What follows belongs to an exercise in optimizing a design on an open flow for small area and a short achievable clock period; a production flow would make more cautious choices. Function was checked by simulation only, so behaviour that the tests miss may differ from the original. Power is estimated from default activity; no workload was simulated.

== oak ==
==> flow/design.v <==
package ram_peri_pkg;
  typedef enum logic {INIT, RUN} state_e;
  localparam int CFillSeed = 1;
  function automatic logic [31:0] lfsr_taps(input int w);
    lfsr_taps = (w == 2)  ? 32'h0000_0003 :
                (w == 3)  ? 32'h0000_0006 :
                (w == 4)  ? 32'h0000_000C :
                (w == 5)  ? 32'h0000_0014 :
                (w == 6)  ? 32'h0000_0030 :
                (w == 7)  ? 32'h0000_0060 :
                (w == 8)  ? 32'h0000_00B8 :
                (w == 16) ? 32'h0000_B400 :
                (w == 32) ? 32'hA300_0000 :
                            32'h0000_00B8;
  endfunction
endpackage
module ram_peri_rd_pipe #(
  parameter int CDataLen = 16,
  parameter int CGrp = 4,
  parameter int COffLen = 2
) (
  input  logic                           clk,
  input  logic                           rst,
  input  logic                           en,
  input  logic                           vld_in,
  input  logic [CGrp-1:0][CDataLen-1:0]  grp_in,
  input  logic [COffLen-1:0]             off_in,
  input  logic                           old_hit_in,
  input  logic [CDataLen-1:0]            old_data_in,
  input  logic                           new_hit_in,
  input  logic [CDataLen-1:0]            new_data_in,
  output logic                           vld_out,
  output logic [CDataLen-1:0]            data_out
);
  logic                          vld0_q, old_sel0_q, new_sel0_q;
  logic [CGrp-1:0][CDataLen-1:0] grp0_q;
  logic [CGrp-1:0]               off0_q;    
  logic [CDataLen-1:0]           old_data0_q, new_data0_q, word;
  always_ff @(posedge clk) begin
    if (en) begin
      grp0_q <= grp_in;
      for (int k = 0; k < CGrp; k++) off0_q[k] <= off_in == COffLen'(k) && !old_hit_in && !new_hit_in;
      old_sel0_q <= old_hit_in && !new_hit_in;
      old_data0_q <= old_data_in;
      new_sel0_q <= new_hit_in;
      new_data0_q <= new_data_in;
    end
  end
  for (genvar b = 0; b < CDataLen; b++) begin : g_b
    logic [CGrp+1:0] d;
    for (genvar k = 0; k < CGrp; k++) begin : g_k
      assign d[k] = grp0_q[k][b];
    end
    assign d[CGrp] = old_data0_q[b];
    assign d[CGrp+1] = new_data0_q[b];
    ram_peri_andor #(.CN(CGrp+2)) u_or (.d(d), .s({new_sel0_q, old_sel0_q, off0_q}), .y(word[b]));
  end
  always_ff @(posedge clk) begin
    if (rst) begin
      vld0_q <= 1'b0;
      vld_out <= 1'b0;
      data_out <= '0;
    end else if (en) begin
      vld0_q <= vld_in;
      vld_out <= vld0_q;
      if (vld0_q) data_out <= word;
    end
  end
endmodule
import ram_peri_pkg::*;
module ram_peri_dec #(
  parameter int CLen = 8,
  parameter int CN = 224
) (
  input  logic            en,
  input  logic [CLen-1:0] idx,
  output logic [CN-1:0]   sel
);
  localparam int CHiLen = CLen / 2;
  localparam int CLoLen = CLen - CHiLen;
  logic [(1<<CHiLen)-1:0] hi;
  logic [(1<<CLoLen)-1:0] lo;
  for (genvar h = 0; h < (1 << CHiLen); h++) begin : g_hi
    assign hi[h] = en && idx[CLen-1 -: CHiLen] == CHiLen'(h);
  end
  for (genvar l = 0; l < (1 << CLoLen); l++) begin : g_lo
    assign lo[l] = idx[CLoLen-1:0] == CLoLen'(l);
  end
  for (genvar i = 0; i < CN; i++) begin : g_sel
    assign sel[i] = hi[i >> CLoLen] && lo[i % (1 << CLoLen)];
  end
endmodule
module ram_peri_andor #(parameter int CN = 8) (
  input  logic [CN-1:0] d,
  input  logic [CN-1:0] s,
  output logic          y
);
  assign y = |(d & s);
endmodule
module ram_peri_nor2 (input logic a, b, output logic y);
  assign y = !(a || b);
endmodule
module ram_peri_nand2 (input logic a, b, output logic y);
  assign y = !(a && b);
endmodule
module ram_peri_or28 (
  input  logic [27:0] d,
  input  logic [27:0] s,
  output logic        y
);
  logic [3:0] l2;
  logic [1:0] l3;
  for (genvar j = 0; j < 3; j++) begin : g_l2
    ram_peri_andor #(.CN(8)) u (.d(d[8*j +: 8]), .s(s[8*j +: 8]), .y(l2[j]));
  end
  ram_peri_andor #(.CN(4)) u_l2 (.d(d[27:24]), .s(s[27:24]), .y(l2[3]));
  ram_peri_nor2 u_l3a (.a(l2[0]), .b(l2[1]), .y(l3[0]));
  ram_peri_nor2 u_l3b (.a(l2[2]), .b(l2[3]), .y(l3[1]));
  ram_peri_nand2 u_l4 (.a(l3[0]), .b(l3[1]), .y(y));
endmodule
module ram_peri_dp #(
  parameter int CAddrLen = 8,
  parameter int CDataLen = 16,
  parameter int CDepth = 224,
  parameter int CRdLat = 2,
  parameter int CWrFirst = 1
) (
  input  logic                AClkH,
  input  logic                AResetH,
  input  logic                AClkHEn,
  input  logic [CAddrLen-1:0] AAddrWr,
  input  logic [CDataLen-1:0] AMosi,
  input  logic                AWrEn,
  input  logic [CAddrLen-1:0] AAddrRd,
  input  logic                ARdEn,
  output logic [CDataLen-1:0] AMiso,
  output logic                AMisoVld,
  output logic                ABusy
);
  localparam int COffLen = 3;    
  localparam int CGrp = 1 << COffLen;
  localparam int CNGrp = CDepth / CGrp;
  localparam logic [CAddrLen:0] CDepthW = (CAddrLen+1)'(CDepth);
  localparam logic [CAddrLen-1:0] CLast = CAddrLen'(CDepth - 1);
  logic                          run_q, busy_q;
  logic [CAddrLen-1:0]           cnt_q;
  logic [CDataLen-1:0]           mem_q [CDepth];
  logic [CDataLen-1:0]           fill, wr_data;
  logic [CGrp-1:0][CDataLen-1:0] rd_grp;
  logic [CNGrp-1:0]              rd_sel;
  logic [CDepth-1:0]             wr_sel;
  logic [CAddrLen-1:0]           wr_idx;
  logic                          wr_hit, wr_en, coll;
  logic                          wb_vld_q;
  logic [15:0]                   wb_hi_q, wb_lo_q;   
  logic [CAddrLen-1:0]           wb_addr_q;
  logic [CDataLen-1:0]           wb_data_q;
  localparam logic [CDataLen-1:0] CTaps = CDataLen'(ram_peri_pkg::lfsr_taps(CDataLen));
  logic [CDataLen-1:0] lfsr_q;
  always_ff @(posedge AClkH)
    if (AResetH) lfsr_q <= CDataLen'(CFillSeed);
    else if (AClkHEn && !run_q) lfsr_q <= (lfsr_q >> 1) ^ (lfsr_q[0] ? CTaps : '0);
  assign fill = lfsr_q;
  always_ff @(posedge AClkH) begin
    if (AResetH) begin
      run_q <= 1'b0;
      busy_q <= 1'b1;
      cnt_q <= '0;
    end else if (AClkHEn && !run_q) begin
      cnt_q <= cnt_q + 1'b1;
      run_q <= cnt_q == CLast;
      busy_q <= cnt_q != CLast;
    end
  end
  assign ABusy = busy_q;
  assign wr_hit = {1'b0, AAddrWr} < CDepthW;
  assign wr_en = !AResetH && AClkHEn && (run_q ? AWrEn && wr_hit : 1'b1);
  assign wr_idx = run_q ? AAddrWr : cnt_q;
  assign wr_data = run_q ? AMosi : fill;
  always_ff @(posedge AClkH) begin
    wb_vld_q <= wr_en;
    wb_addr_q <= wr_idx;
    wb_data_q <= wr_data;
    for (int h = 0; h < 16; h++) begin
      wb_hi_q[h] <= wr_en && wr_idx[7:4] == 4'(h);
      wb_lo_q[h] <= wr_idx[3:0] == 4'(h);
    end
  end
  for (genvar i = 0; i < CDepth; i++) begin : g_word
    assign wr_sel[i] = wb_hi_q[i/16] && wb_lo_q[i%16];
    always_ff @(posedge AClkH) if (wr_sel[i]) mem_q[i] <= wb_data_q;
  end
  ram_peri_dec #(.CLen(CAddrLen-COffLen), .CN(CNGrp)) u_rd_dec (
    .en (1'b1),
    .idx(AAddrRd[CAddrLen-1:COffLen]),
    .sel(rd_sel)
  );
  for (genvar k = 0; k < CGrp; k++) begin : g_k
    for (genvar b = 0; b < CDataLen; b++) begin : g_b
      logic [CNGrp-1:0] col;
      for (genvar g = 0; g < CNGrp; g++) begin : g_g
        assign col[g] = mem_q[g*CGrp+k][b];
      end
      ram_peri_or28 u_or (.d(col), .s(rd_sel), .y(rd_grp[k][b]));
    end
  end
  assign coll = AWrEn && wr_hit && AAddrWr == AAddrRd;
  ram_peri_rd_pipe #(.CDataLen(CDataLen), .CGrp(CGrp), .COffLen(COffLen)) u_rd_pipe (
    .clk     (AClkH),
    .rst     (AResetH),
    .en      (AClkHEn),
    .vld_in  (run_q && ARdEn),
    .grp_in  (rd_grp),
    .off_in  (AAddrRd[COffLen-1:0]),
    .old_hit_in (wb_vld_q && wb_addr_q == AAddrRd),
    .old_data_in(wb_data_q),
    .new_hit_in (coll),
    .new_data_in(AMosi),
    .vld_out (AMisoVld),
    .data_out(AMiso)
  );
endmodule
Settings: LEC_CHECK=0, CAP_MARGIN=20, CORE_MARGIN=2, CORE_UTILIZATION=55, CTS_CLUSTER_DIAMETER=60, CTS_CLUSTER_SIZE=25, SETUP_SLACK_MARGIN=2.0, SLEW_MARGIN=20, SYNTH_HIERARCHICAL=1; clock period 3.6 ns.
run.sh (not shown) runs the stock make flow with config.mk's settings and CLKGATE_MAP_FILE= SYNTH_SCRIPT=/design/flow/synth_recipe.tcl, a recipe that flattens the netlist after the stock synthesis.
diff inputs: oak => pine
Settings: SETUP_SLACK_MARGIN now 1.6, was 2.0.
Findings:
- Between pine and oak, the difference in clock power is negligible.
- pine ends up with a arrival time reported for the critical path endpoint that is 0.02 ns lower than in oak.
- Summary: cell internal power dissipation, pine better than oak
- Delta (pine minus oak): net switching share of the total power decreased by 0.30 points relative to the old numbers, final critical delay including setup and external delays fell by 0.020 ns.
- Diff oak..pine | critical path depth | negligible
- On total power of the final layout: pine sits below oak.
- pine vs. oak: detailed-route via count down 3763; worst hold slack up 0.021 ns; final worst setup slack up 0.020 ns.
- Clock buffer and inverter area fraction after layout ended up 0.27 points higher on pine than on oak.
### pine -> birch
Settings: CORE_UTILIZATION now 50, was 55; SETUP_SLACK_MARGIN now 1.55, was 1.6.
[summary]
- The vias per cell number comes out lower for birch vs pine.
- The ratio of final minimum period to clock period reported for birch is greater than that of pine by 6.3 points.
- Looking at slowest cell on the critical path, the a221oi_4 result is from birch; the dfxtp_4 one comes from pine.
- AMiso[8] as the last element of the critical path was reported by pine, and u_rd_pipe.data_out[0] by birch.
- Re number of tap cells added at floorplan: birch is about 8% up on pine.
- When birch is set beside pine, its clock skew turns out to be 0.029 ns larger.
- Die area | birch > pine
- birch vs. pine: final standard cell area without fillers went up by 2.0%.
- Power dissipated in the clock network deteriorates in birch relative to pine.
- Going from pine to birch, the register-to-register slack was found to have gone down by 0.34 ns.
- Compare pine and birch | signed area change from the synthesized netlist to the final layout higher: birch
Here is what was changed in the inputs of maple compared with birch.
Settings: SETUP_SLACK_MARGIN: 1.55 -> 1.7; CORE_UTILIZATION: 50 -> 55.
### Flow results
Relative to birch, maple improves clock period minus final worst setup slack. maple ends up with lower maximum fanout along the worst path than birch does. Total number of vias in maple is about 1.3% higher than in birch.

========
garnet:
Starts from the design.v that is shown in full above.
==> flow/config.mk <==
export PLATFORM = sky130hd
export DESIGN_NAME = ram_peri_dp
export DESIGN_NICKNAME = ram_peri_dp
export VERILOG_FILES = /design/flow/design.v
export SDC_FILE = /design/flow/constraint.sdc
export NUM_CORES = 4
export LEC_CHECK = 0
export CAP_MARGIN = 20
export CORE_MARGIN = 2
export CORE_UTILIZATION = 62
export CTS_CLUSTER_DIAMETER = 60
export CTS_CLUSTER_SIZE = 25
export SETUP_SLACK_MARGIN = 1.8
export SLEW_MARGIN = 20
export SYNTH_HIERARCHICAL = 1
==> flow/constraint.sdc <==
create_clock -name core_clock -period 3.6 [get_ports {AClkH}]
set_input_delay 0.7200 -clock core_clock [delete_from_list [all_inputs] [get_ports {AClkH}]]
set_output_delay 0.7200 -clock core_clock [all_outputs]
set_load 0.01 [all_outputs]
[inputs] juniper vs garnet
--- a/flow/config.mk
+++ b/flow/config.mk
@@ -10 +10 @@
-export CORE_UTILIZATION = 62
+export CORE_UTILIZATION = 55
@@ -13 +13 @@
-export SETUP_SLACK_MARGIN = 1.8
+export SETUP_SLACK_MARGIN = 1.55
Results
NOTE number of placement rows garnet->juniper increased by a few percent
In the tables for juniper and garnet, post-route cell area reads lower with juniper.
juniper vs garnet on largest incremental delay on the critical path: juniper is the higher one.
Setup slack: juniper > garnet
Looking at routability congestion estimate, juniper sits 0.030 lower than garnet does.
As far as internal power contribution is concerned, garnet and juniper perform about the same.
Final-layout worst hold slack is lower on juniper
For juniper, the critical path class was reg2out, unlike garnet, where it was in2reg.
Going from garnet to juniper, total power now sits at about the same level, area added between synthesis and finish now sits lower.
The inputs of tundra differ from those of juniper as listed below.
--- a/flow/config.mk
+++ b/flow/config.mk
@@ -11,2 +11,2 @@
-export CTS_CLUSTER_DIAMETER = 60
-export CTS_CLUSTER_SIZE = 25
+export CTS_CLUSTER_DIAMETER = 50
+export CTS_CLUSTER_SIZE = 20
==> comparison <==
Compared with juniper, in tundra clock-pin slew of the registers on the worst-case setup and hold paths lower, number of global-route vias before repair higher, power consumption higher, fill cell instance count of the final layout lower, via count higher.
On global-route wire length before repair, the higher figure sits with tundra, not juniper.
--- input diff tundra..raven ---
--- a/flow/config.mk
+++ b/flow/config.mk
@@ -11,3 +11,3 @@
-export CTS_CLUSTER_DIAMETER = 50
-export CTS_CLUSTER_SIZE = 20
-export SETUP_SLACK_MARGIN = 1.55
+export CTS_CLUSTER_DIAMETER = 60
+export CTS_CLUSTER_SIZE = 25
+export SETUP_SLACK_MARGIN = 1.45
--- outcome ---
Area of all placed cells without fillers: raven < tundra
Looking at clock buffer count in the final layout across tundra and raven, the one that comes out lower is raven.
Looking at fill cell total of the finished layout, raven sits 3.0% higher than tundra does.

## afterwards: timing with drivers on the ports
The flow's constraints put no driver on any port. The routed layouts listed below were extracted and timed again, unchanged, in two steps. Step 1 (the two cells are an assumption about what drives the block):
set clk [get_ports {AClkH}]
set_driving_cell -lib_cell sky130_fd_sc_hd__clkbuf_16 $clk
set_driving_cell -lib_cell sky130_fd_sc_hd__buf_2 [delete_from_list [all_inputs] $clk]
Step 2 moves the port delays by t, midway between the first and last clock arrival at a register: inputs arrive t later, outputs are due t later. That takes back most of the time a late clock gives input paths. a / b / c = ideal / step 1 / step 2; a / b = the first two.
run	t (ns)	slack for setup (ns)	worst setup path after step 2	clock arrival spread, ns
oak	0.993	1.399 / 1.305 / 0.601	input to register	0.055 / 0.054
pine	0.986	1.419 / 1.325 / 0.576	input to register	0.057 / 0.057
birch	1.037	1.193 / 1.193 / 0.526	input to register	0.079 / 0.078
maple	0.990	1.409 / 1.316 / 0.576	input to register	0.059 / 0.060
garnet	0.968	1.348 / 1.333 / 0.429	input to register	0.050 / 0.050
juniper	0.981	1.417 / 1.325 / 0.596	input to register	0.054 / 0.054
tundra	1.052	1.389 / 1.284 / 0.540	input to register	0.058 / 0.058
raven	0.982	1.333 / 1.326 / 0.488	input to register	0.054 / 0.055
After both steps every run listed still meets setup and hold. The setup slack of garnet, which loses most, moves by -0.015 ns with the drivers and by -0.919 ns with both steps.
